This is an optimization exercise on Yosys and OpenROAD, whose aim is small area, a short achievable clock period and few clock cycles per item, not a production implementation. RTL that was checked went through simulation tests only; none was proved equivalent to the original.

==> wip/umber: inputs <==
==> flow/design.v <==
`timescale 1ns/100ps
`default_nettype none
module fetch_top (
    input  logic  clk_in,
    input  logic  br_reset,
    input  logic  stall,
    input  logic  redirect_valid,
    input  logic [31:0] redirect_pc,
    output logic  out_valid,
    output logic [31:0] out_ins,
    output logic [31:0] out_pc,
    output logic [31:0] out_pred_pc,
    input  logic  upd_valid,
    input  logic [31:0] upd_pc,
    input  logic  upd_taken,
    output logic  mem_req,
    output logic [31:0] mem_addr,
    input  logic  mem_ack,
    input  logic [31:0] mem_data
);
    localparam logic [6:0] OP_JAL    = 7'b1101111;
    localparam logic [6:0] OP_BRANCH = 7'b1100011;
    logic [1:0]  ctr_q [16];
    logic [31:2] addr_q;      
    logic [31:2] np_q;        
    logic        stale_q;     
    logic        discard;
    logic        deliver;
    logic [31:2] next_pc;
    assign mem_addr    = {addr_q, 2'b00};
    assign out_pc      = {addr_q, 2'b00};
    assign out_pred_pc = {np_q, 2'b00};
    assign discard = mem_req && mem_ack && (stale_q || redirect_valid);
    assign deliver = mem_req && mem_ack && !stale_q && !redirect_valid && !stall;
    logic        is_jal, is_br;
    logic [18:0] j_imm;       
    logic [10:0] b_imm;       
    logic [18:0] j_lo;
    logic        j_c;
    logic [10:0] b_lo;
    logic        b_c;
    logic [10:0] j_hi;
    logic [18:0] b_hi;
    logic [29:0] seq_pc;
    assign is_jal = (mem_data[6:0] == OP_JAL);
    assign is_br  = (mem_data[6:0] == OP_BRANCH) && ctr_q[addr_q[5:2]][1];
    assign j_imm  = {mem_data[31], mem_data[19:12], mem_data[20], mem_data[30:22]};
    assign b_imm  = {mem_data[31], mem_data[7], mem_data[30:25], mem_data[11:9]};
    pfx_add #(.N(19)) j_add (.a(addr_q[20:2]), .b(j_imm), .s(j_lo), .co(j_c));
    pfx_add #(.N(11)) b_add (.a(addr_q[12:2]), .b(b_imm), .s(b_lo), .co(b_c));
    always_comb begin
        case ({j_imm[18], j_c})
            2'b01:   j_hi = addr_q[31:21] + 11'd1;
            2'b10:   j_hi = addr_q[31:21] - 11'd1;
            default: j_hi = addr_q[31:21];
        endcase
        case ({b_imm[10], b_c})
            2'b01:   b_hi = addr_q[31:13] + 19'd1;
            2'b10:   b_hi = addr_q[31:13] - 19'd1;
            default: b_hi = addr_q[31:13];
        endcase
    end
    assign seq_pc = addr_q + 30'd1;
    assign next_pc = is_jal ? {j_hi, j_lo} : is_br ? {b_hi, b_lo} : seq_pc;
    always_ff @(posedge clk_in) begin
        if (br_reset) begin
            mem_req   <= 1'b0;
            out_valid <= 1'b0;
            stale_q   <= 1'b0;
            addr_q    <= '0;
            np_q      <= '0;
        end else begin
            out_valid <= deliver;
            if (!mem_req) begin
                mem_req <= 1'b1;
                stale_q <= 1'b0;
                addr_q  <= redirect_valid ? redirect_pc[31:2] : np_q;
            end else begin
                if (redirect_valid) begin
                    np_q    <= redirect_pc[31:2];
                    stale_q <= 1'b1;
                end
                if (discard) begin
                    mem_req <= 1'b0;
                end
                if (deliver) begin
                    mem_req <= 1'b0;
                    np_q    <= next_pc;
                end
            end
        end
    end
    always_ff @(posedge clk_in) begin
        if (deliver) begin
            out_ins <= mem_data;
        end
    end
    always_ff @(posedge clk_in) begin
        if (br_reset) begin
            for (int i = 0; i < 16; i++) begin
                ctr_q[i] <= 2'b01;
            end
        end else if (upd_valid) begin
            if (upd_taken) begin
                if (ctr_q[upd_pc[5:2]] != 2'b11) begin
                    ctr_q[upd_pc[5:2]] <= ctr_q[upd_pc[5:2]] + 2'b01;
                end
            end else begin
                if (ctr_q[upd_pc[5:2]] != 2'b00) begin
                    ctr_q[upd_pc[5:2]] <= ctr_q[upd_pc[5:2]] - 2'b01;
                end
            end
        end
    end
endmodule
module pfx_add #(
    parameter int N = 8
) (
    input  logic [N-1:0] a,
    input  logic [N-1:0] b,
    output logic [N-1:0] s,
    output logic         co
);
    localparam int L = $clog2(N);
    logic [N-1:0] g [L+1];
    logic [N-1:0] p [L+1];
    logic [N-1:0] x;
    assign x    = a ^ b;
    assign g[0] = a & b;
    assign p[0] = x;
    for (genvar l = 0; l < L; l++) begin : lvl
        for (genvar i = 0; i < N; i++) begin : bit_
            if ((i >> l) & 1) begin : comb
                localparam int J = ((i >> l) << l) - 1;
                assign g[l+1][i] = g[l][i] | (p[l][i] & g[l][J]);
                assign p[l+1][i] = p[l][i] & p[l][J];
            end else begin : pass
                assign g[l+1][i] = g[l][i];
                assign p[l+1][i] = p[l][i];
            end
        end
    end
    assign s  = x ^ {g[L][N-2:0], 1'b0};
    assign co = g[L][N-1];
endmodule
`default_nettype wire
==> flow/run.sh <==
#!/bin/bash
# synth_recipe.tcl (not shown) runs the flow's synth.tcl, then flattens the netlist and writes it again
# the make line also repeats each setting of config.mk as NAME=value (left out here)
make -C /OpenROAD-flow-scripts/flow DESIGN_CONFIG=/design/flow/config.mk WORK_HOME=/design/flow/orfs CLKGATE_MAP_FILE= SYNTH_SCRIPT=/design/flow/synth_recipe.tcl finish
==> flow/config.mk <==
export PLATFORM = sky130hd
export DESIGN_NAME = fetch_top
export DESIGN_NICKNAME = fetch_top
export VERILOG_FILES = /design/flow/design.v
export SDC_FILE = /design/flow/constraint.sdc
export NUM_CORES = 4
export LEC_CHECK = 0
export ABC_CLOCK_PERIOD_IN_PS = 2400
export CAP_MARGIN = 20
export CORE_MARGIN = 8
export CORE_UTILIZATION = 40
export SETUP_SLACK_MARGIN = 3.6
export SLEW_MARGIN = 20
==> flow/constraint.sdc <==
create_clock -name core_clock -period 6.0 [get_ports {clk_in}]
set_input_delay 1.2000 -clock core_clock [delete_from_list [all_inputs] [get_ports {clk_in}]]
set_output_delay 1.2000 -clock core_clock [all_outputs]
set_load 0.01 [all_outputs]
==> wip/indigo: changes against wip/umber <==
==> flow/design.v (replaced) <==
`timescale 1ns/100ps
`default_nettype none
module fetch_top (
    input  logic  clk_in,
    input  logic  br_reset,
    input  logic  stall,
    input  logic  redirect_valid,
    input  logic [31:0] redirect_pc,
    output logic  out_valid,
    output logic [31:0] out_ins,
    output logic [31:0] out_pc,
    output logic [31:0] out_pred_pc,
    input  logic  upd_valid,
    input  logic [31:0] upd_pc,
    input  logic  upd_taken,
    output logic  mem_req,
    output logic [31:0] mem_addr,
    input  logic  mem_ack,
    input  logic [31:0] mem_data
);
    localparam logic [6:0] OP_JAL    = 7'b1101111;
    localparam logic [6:0] OP_BRANCH = 7'b1100011;
    logic [1:0]  ctr_q [16];
    logic [31:2] addr_q;      
    logic [31:2] np_q;        
    logic        stale_q;     
    logic        discard;
    logic        deliver;
    assign mem_addr    = {addr_q, 2'b00};
    assign out_pc      = {addr_q, 2'b00};
    assign out_pred_pc = {np_q, 2'b00};
    assign discard = mem_req && mem_ack && (stale_q || redirect_valid);
    assign deliver = mem_req && mem_ack && !stale_q && !redirect_valid && !stall;
    logic        is_jal, is_br, taken;
    logic [18:0] t_lo;
    logic        t_c;
    logic [10:0] hi_inc, hi_dec;
    logic [29:0] seq_pc;
    assign is_jal = (mem_data[6:0] == OP_JAL);
    assign is_br  = (mem_data[6:0] == OP_BRANCH);
    assign taken  = is_jal || (is_br && ctr_q[addr_q[5:2]][1]);
    tgt_add tgt_add_i (.a(addr_q[20:2]), .ins(mem_data), .s(t_lo), .co(t_c));
    incdec #(.N(11)) hi_id (.x(addr_q[31:21]), .inc(hi_inc), .dec(hi_dec));
    logic [18:0] seq_lo;
    logic        seq_c;
    inc #(.N(19)) seq_i (.x(addr_q[20:2]), .y(seq_lo), .co(seq_c));
    assign seq_pc = {seq_c ? hi_inc : addr_q[31:21], seq_lo};
    logic [29:0] np_hold;     
    logic        take;        
    logic [10:0] hi_c1, hi_c0;
    logic [10:0] np_hi_c1, np_hi_c0;
    logic [29:0] np_d;
    always_comb begin
        if (br_reset) begin
            np_hold = '0;
        end else if (redirect_valid) begin
            np_hold = redirect_pc[31:2];
        end else if (deliver) begin
            np_hold = seq_pc;
        end else begin
            np_hold = np_q;
        end
    end
    assign take  = deliver && taken && !br_reset;
    assign hi_c1 = mem_data[31] ? addr_q[31:21] : hi_inc;
    assign hi_c0 = mem_data[31] ? hi_dec : addr_q[31:21];
    assign np_hi_c1 = take ? hi_c1 : np_hold[29:19];
    assign np_hi_c0 = take ? hi_c0 : np_hold[29:19];
    sel2 #(.N(19)) lo_sel (.s(take), .a(t_lo), .b(np_hold[18:0]), .y(np_d[18:0]));
    sel2 #(.N(11)) hi_sel (.s(t_c), .a(np_hi_c1), .b(np_hi_c0), .y(np_d[29:19]));
    always_ff @(posedge clk_in) begin
        if (br_reset) begin
            mem_req   <= 1'b0;
            out_valid <= 1'b0;
            stale_q   <= 1'b0;
        end else begin
            out_valid <= deliver;
            if (!mem_req) begin
                if (!redirect_valid) begin
                    mem_req <= 1'b1;
                    stale_q <= 1'b0;
                end
            end else begin
                if (redirect_valid) begin
                    stale_q <= 1'b1;
                end
                if (discard) begin
                    mem_req <= 1'b0;
                end
                if (deliver) begin
                    mem_req <= 1'b0;
                end
            end
        end
    end
    always_ff @(posedge clk_in) begin
        np_q <= np_d;
    end
    always_ff @(posedge clk_in) begin
        if (!mem_req && !redirect_valid) begin
            addr_q <= np_q;
        end
    end
    always_ff @(posedge clk_in) begin
        out_ins <= mem_data;
    end
    for (genvar i = 0; i < 16; i++) begin : ctr_
        logic [1:0] c;
        logic [1:0] c_next;
        assign c = ctr_q[i];
        assign c_next = upd_taken ? {c[1] | c[0], c[1] | !c[0]}
                                  : {c[1] & c[0], c[1] & !c[0]};
        always_ff @(posedge clk_in) begin
            if (br_reset) begin
                ctr_q[i] <= 2'b01;
            end else if (upd_valid && upd_pc[5:2] == i) begin
                ctr_q[i] <= c_next;
            end
        end
    end
endmodule
module tgt_add (
    input  logic [18:0] a,
    input  logic [31:0] ins,
    output logic [18:0] s,
    output logic        co
);
    logic [18:0] b;
    assign b[18]    = ins[31];
    assign b[17:13] = ins[2] ? ins[19:15] : {5{ins[31]}};
    assign b[12:10] = ins[3] ? ins[14:12] : {3{ins[31]}};
    assign b[9]     = ins[3] ? ins[20] : ins[7];
    assign b[8:3]   = ins[30:25];
    assign b[2:0]   = ins[2] ? ins[24:22] : ins[11:9];
    ks_add #(.N(19)) add_i (.a(a), .b(b), .s(s), .co(co));
endmodule
module ks_add #(
    parameter int N = 8
) (
    input  logic [N-1:0] a,
    input  logic [N-1:0] b,
    output logic [N-1:0] s,
    output logic         co
);
    localparam int L = (N > 16) ? 5 : (N > 8) ? 4 : (N > 4) ? 3 : (N > 2) ? 2 : 1;
    logic [N-1:0] g [L+1];
    logic [N-1:0] p [L+1];
    logic [N-1:0] x;
    assign x    = a ^ b;
    assign g[0] = a & b;
    assign p[0] = x;
    for (genvar l = 0; l < L; l++) begin : lvl
        for (genvar i = 0; i < N; i++) begin : bit_
            if (i >= (1 << l)) begin : comb
                assign g[l+1][i] = g[l][i] | (p[l][i] & g[l][i-(1<<l)]);
                assign p[l+1][i] = p[l][i] & p[l][i-(1<<l)];
            end else begin : pass
                assign g[l+1][i] = g[l][i];
                assign p[l+1][i] = p[l][i];
            end
        end
    end
    assign s  = x ^ {g[L][N-2:0], 1'b0};
    assign co = g[L][N-1];
endmodule
module incdec #(
    parameter int N = 8
) (
    input  logic [N-1:0] x,
    output logic [N-1:0] inc,
    output logic [N-1:0] dec
);
    assign inc = x + 1'b1;
    assign dec = x - 1'b1;
endmodule
module inc #(
    parameter int N = 8
) (
    input  logic [N-1:0] x,
    output logic [N-1:0] y,
    output logic         co
);
    assign {co, y} = {1'b0, x} + 1'b1;
endmodule
module sel2 #(
    parameter int N = 8
) (
    input  logic         s,
    input  logic [N-1:0] a,
    input  logic [N-1:0] b,
    output logic [N-1:0] y
);
    assign y = s ? a : b;
endmodule
`default_nettype wire
==> flow/flow/run.sh (new file) <==
#!/bin/bash
# The standard layout, with the ports buffered by the smallest buffer
# instead of the flow's default pick; repair still resizes them as needed.
set -euo pipefail
export BUFFER_PORTS_ARGS="-buffer_cell sky130_fd_sc_hd__buf_1"
export REMOVE_ABC_BUFFERS=1
bash standard.sh > standard.log 2>&1
==> flow/standard.sh (new file) <==
#!/bin/bash
# synth_recipe.tcl (not shown) runs the flow's synth.tcl, then flattens the netlist and writes it again
# the make line also repeats each setting of config.mk as NAME=value (left out here)
make -C /OpenROAD-flow-scripts/flow DESIGN_CONFIG=/design/flow/config.mk WORK_HOME=/design/flow/orfs CLKGATE_MAP_FILE= SYNTH_SCRIPT=/design/flow/synth_recipe.tcl "${@:-finish}"
==> flow/config.mk (replaced) <==
export PLATFORM = sky130hd
export DESIGN_NAME = fetch_top
export DESIGN_NICKNAME = fetch_top
export VERILOG_FILES = /design/flow/design.v
export SDC_FILE = /design/flow/constraint.sdc
export NUM_CORES = 4
export LEC_CHECK = 0
export ABC_CLOCK_PERIOD_IN_PS = 3000
export CAP_MARGIN = 20
export CORE_MARGIN = 8
export CORE_UTILIZATION = 40
export CTS_BUF_LIST = sky130_fd_sc_hd__clkbuf_4 sky130_fd_sc_hd__clkbuf_8
export CTS_CLUSTER_SIZE = 30
export SETUP_SLACK_MARGIN = 3.2
export SLEW_MARGIN = 20
export SYNTH_HIERARCHICAL = 1
export SYNTH_MINIMUM_KEEP_SIZE = 0
removed: flow/run.sh
==> wip/juniper: changes against wip/umber <==
==> flow/design.v (replaced) <==
`timescale 1ns/100ps
`default_nettype none
module fetch_top (
    input  logic  clk_in,
    input  logic  br_reset,
    input  logic  stall,
    input  logic  redirect_valid,
    input  logic [31:0] redirect_pc,
    output logic  out_valid,
    output logic [31:0] out_ins,
    output logic [31:0] out_pc,
    output logic [31:0] out_pred_pc,
    input  logic  upd_valid,
    input  logic [31:0] upd_pc,
    input  logic  upd_taken,
    output logic  mem_req,
    output logic [31:0] mem_addr,
    input  logic  mem_ack,
    input  logic [31:0] mem_data
);
    localparam logic [6:0] OP_JAL    = 7'b1101111;
    localparam logic [6:0] OP_BRANCH = 7'b1100011;
    logic [1:0]  ctr_q [16];
    logic [31:2] addr_q;      
    logic [31:2] np_q;        
    logic        stale_q;     
    logic        discard;
    logic        deliver;
    logic        taken;
    logic [31:2] imm;
    logic [31:2] next_pc;
    assign mem_addr    = {addr_q, 2'b00};
    assign out_pc      = {addr_q, 2'b00};
    assign out_pred_pc = {np_q, 2'b00};
    assign discard = mem_req && mem_ack && (stale_q || redirect_valid);
    assign deliver = mem_req && mem_ack && !stale_q && !redirect_valid && !stall;
    always_comb begin
        taken = 1'b0;
        imm   = 30'd1;
        if (mem_data[6:0] == OP_JAL) begin
            taken = 1'b1;
            imm   = {{12{mem_data[31]}}, mem_data[19:12], mem_data[20], mem_data[30:22]};
        end else if (mem_data[6:0] == OP_BRANCH && ctr_q[addr_q[5:2]][1]) begin
            taken = 1'b1;
            imm   = {{20{mem_data[31]}}, mem_data[7], mem_data[30:25], mem_data[11:9]};
        end
    end
    assign next_pc = addr_q + imm;
    always_ff @(posedge clk_in) begin
        if (br_reset) begin
            mem_req   <= 1'b0;
            out_valid <= 1'b0;
            stale_q   <= 1'b0;
            addr_q    <= '0;
            np_q      <= '0;
        end else begin
            out_valid <= deliver;
            if (!mem_req) begin
                mem_req <= 1'b1;
                stale_q <= 1'b0;
                addr_q  <= redirect_valid ? redirect_pc[31:2] : np_q;
            end else begin
                if (redirect_valid) begin
                    np_q    <= redirect_pc[31:2];
                    stale_q <= 1'b1;
                end
                if (discard) begin
                    mem_req <= 1'b0;
                end
                if (deliver) begin
                    mem_req <= 1'b0;
                    np_q    <= next_pc;
                end
            end
        end
    end
    always_ff @(posedge clk_in) begin
        if (deliver) begin
            out_ins <= mem_data;
        end
    end
    always_ff @(posedge clk_in) begin
        if (br_reset) begin
            for (int i = 0; i < 16; i++) begin
                ctr_q[i] <= 2'b01;
            end
        end else if (upd_valid) begin
            if (upd_taken) begin
                if (ctr_q[upd_pc[5:2]] != 2'b11) begin
                    ctr_q[upd_pc[5:2]] <= ctr_q[upd_pc[5:2]] + 2'b01;
                end
            end else begin
                if (ctr_q[upd_pc[5:2]] != 2'b00) begin
                    ctr_q[upd_pc[5:2]] <= ctr_q[upd_pc[5:2]] - 2'b01;
                end
            end
        end
    end
endmodule
`default_nettype wire
==> flow/config.mk (replaced) <==
export PLATFORM = sky130hd
export DESIGN_NAME = fetch_top
export DESIGN_NICKNAME = fetch_top
export VERILOG_FILES = /design/flow/design.v
export SDC_FILE = /design/flow/constraint.sdc
export NUM_CORES = 4
export LEC_CHECK = 0
export ABC_CLOCK_PERIOD_IN_PS = 1500
export CAP_MARGIN = 20
export CORE_MARGIN = 8
export CORE_UTILIZATION = 40
export SETUP_SLACK_MARGIN = 3.3
export SLEW_MARGIN = 20
==> comparison table <==
Result of the run: wip/juniper complete, no violations; wip/umber complete, no violations; wip/indigo complete, no violations
Vias in the first global route: wip/juniper 6811; wip/umber 9194; wip/indigo 6646
DIE WIDTH: wip/juniper 153 µm; wip/umber 169 µm; wip/indigo 158 µm
Hold path cells: wip/juniper 2; wip/umber 2; wip/indigo 0
Sequential cell area: wip/juniper 3270 µm²; wip/umber 3380 µm²; wip/indigo 2840 µm²
Share of cell area taken by muxes after synthesis: wip/juniper 0.0868; wip/umber 0.0707; wip/indigo 0.174
Layout Cells excl Fill: wip/juniper 1214; wip/umber 1626; wip/indigo 1305
Clock buffer count in the final layout: wip/juniper 17; wip/umber 18; wip/indigo 21
Syn Inst Count: wip/juniper 760; wip/umber 1030; wip/indigo 835
Post-CTS clock slew at the launch and capture registers of the worst setup and hold paths: wip/juniper 0.06 ns; wip/umber 0.07 ns; wip/indigo 0.08 ns
Cell count after placement: wip/juniper 1120; wip/umber 1450; wip/indigo 1228
Worst Path Arrival: wip/juniper 4.12 ns; wip/umber 5.12 ns; wip/indigo 3.37 ns
Clock insertion delay at the later pin of the skew report: wip/juniper 0.42 ns; wip/umber 0.44 ns; wip/indigo 0.45 ns
Area occupied by multi-input gates: wip/juniper 4430 µm²; wip/umber 6850 µm²; wip/indigo 4940 µm²
Met1 capacity usage during global routing: wip/juniper 0.255; wip/umber 0.297; wip/indigo 0.241
Final hold slack: wip/juniper 0.518 ns; wip/umber 0.518 ns; wip/indigo 0.463 ns
Die span in y: wip/juniper 153 µm; wip/umber 169 µm; wip/indigo 158 µm
Post-cts sizing count: wip/juniper 129; wip/umber 404; wip/indigo 76
Signal buffers: wip/juniper 263; wip/umber 361; wip/indigo 249
Critical register-to-register path endpoint: wip/juniper np_q[31]; wip/umber np_q[31]; wip/indigo np_q[21]
Post-layout min period: wip/juniper 3.80 ns; wip/umber 4.77 ns; wip/indigo 3.02 ns
Biggest fanout along the worst timing path: wip/juniper 4; wip/umber 4; wip/indigo 5
Overall via count from detail_route: wip/juniper 6845; wip/umber 9347; wip/indigo 6979
Length of routed wiring on met1: wip/juniper 10.5 mm; wip/umber 15.3 mm; wip/indigo 10.9 mm
Diodes inserted: wip/juniper 0; wip/umber 1; wip/indigo 0
Testbench counts of wip/indigo, summed over its fixed seeds: cycles 51,127, items 14,446.
Testbench counts of wip/juniper, summed over its fixed seeds: cycles 50,559, items 14,446.
The RTL of wip/umber was laid out without a check of its function.

[re-timing with driven ports]
How much do the figures lean on ideal ports? The routed layouts below were timed once more, with nothing changed but the port constraints. Step 1 sets driving cells, clkbuf_16 on the clock port and buf_2 on the other inputs (assumed; they add their load-dependent delay and slew). Step 2 also shifts input and output timing later by t, the mid clock arrival at the registers, as if the neighbouring blocks saw the same clock. Three values: ideal ports, drivers, drivers and shift; two values: the first two.
run	t, ns	setup WS [ns]	latest minus earliest clock arrival (ns)	slew at the worst register clock pin (ns)	worst slew at a driven data input, ns
wip/umber	0.478	1.225 / 1.240 / 0.761	0.012 / 0.011	0.07 / 0.07	0.17
wip/indigo	0.486	2.976 / 2.961 / 2.475	0.010 / 0.010	0.08 / 0.08	0.08
wip/juniper	0.460	2.199 / 2.192 / 1.732	0.009 / 0.009	0.06 / 0.06	0.17
After both steps setup and hold are still met in every run listed. The setup slack of wip/indigo, which loses most, moves by -0.015 ns with the drivers and by -0.501 ns with both steps.
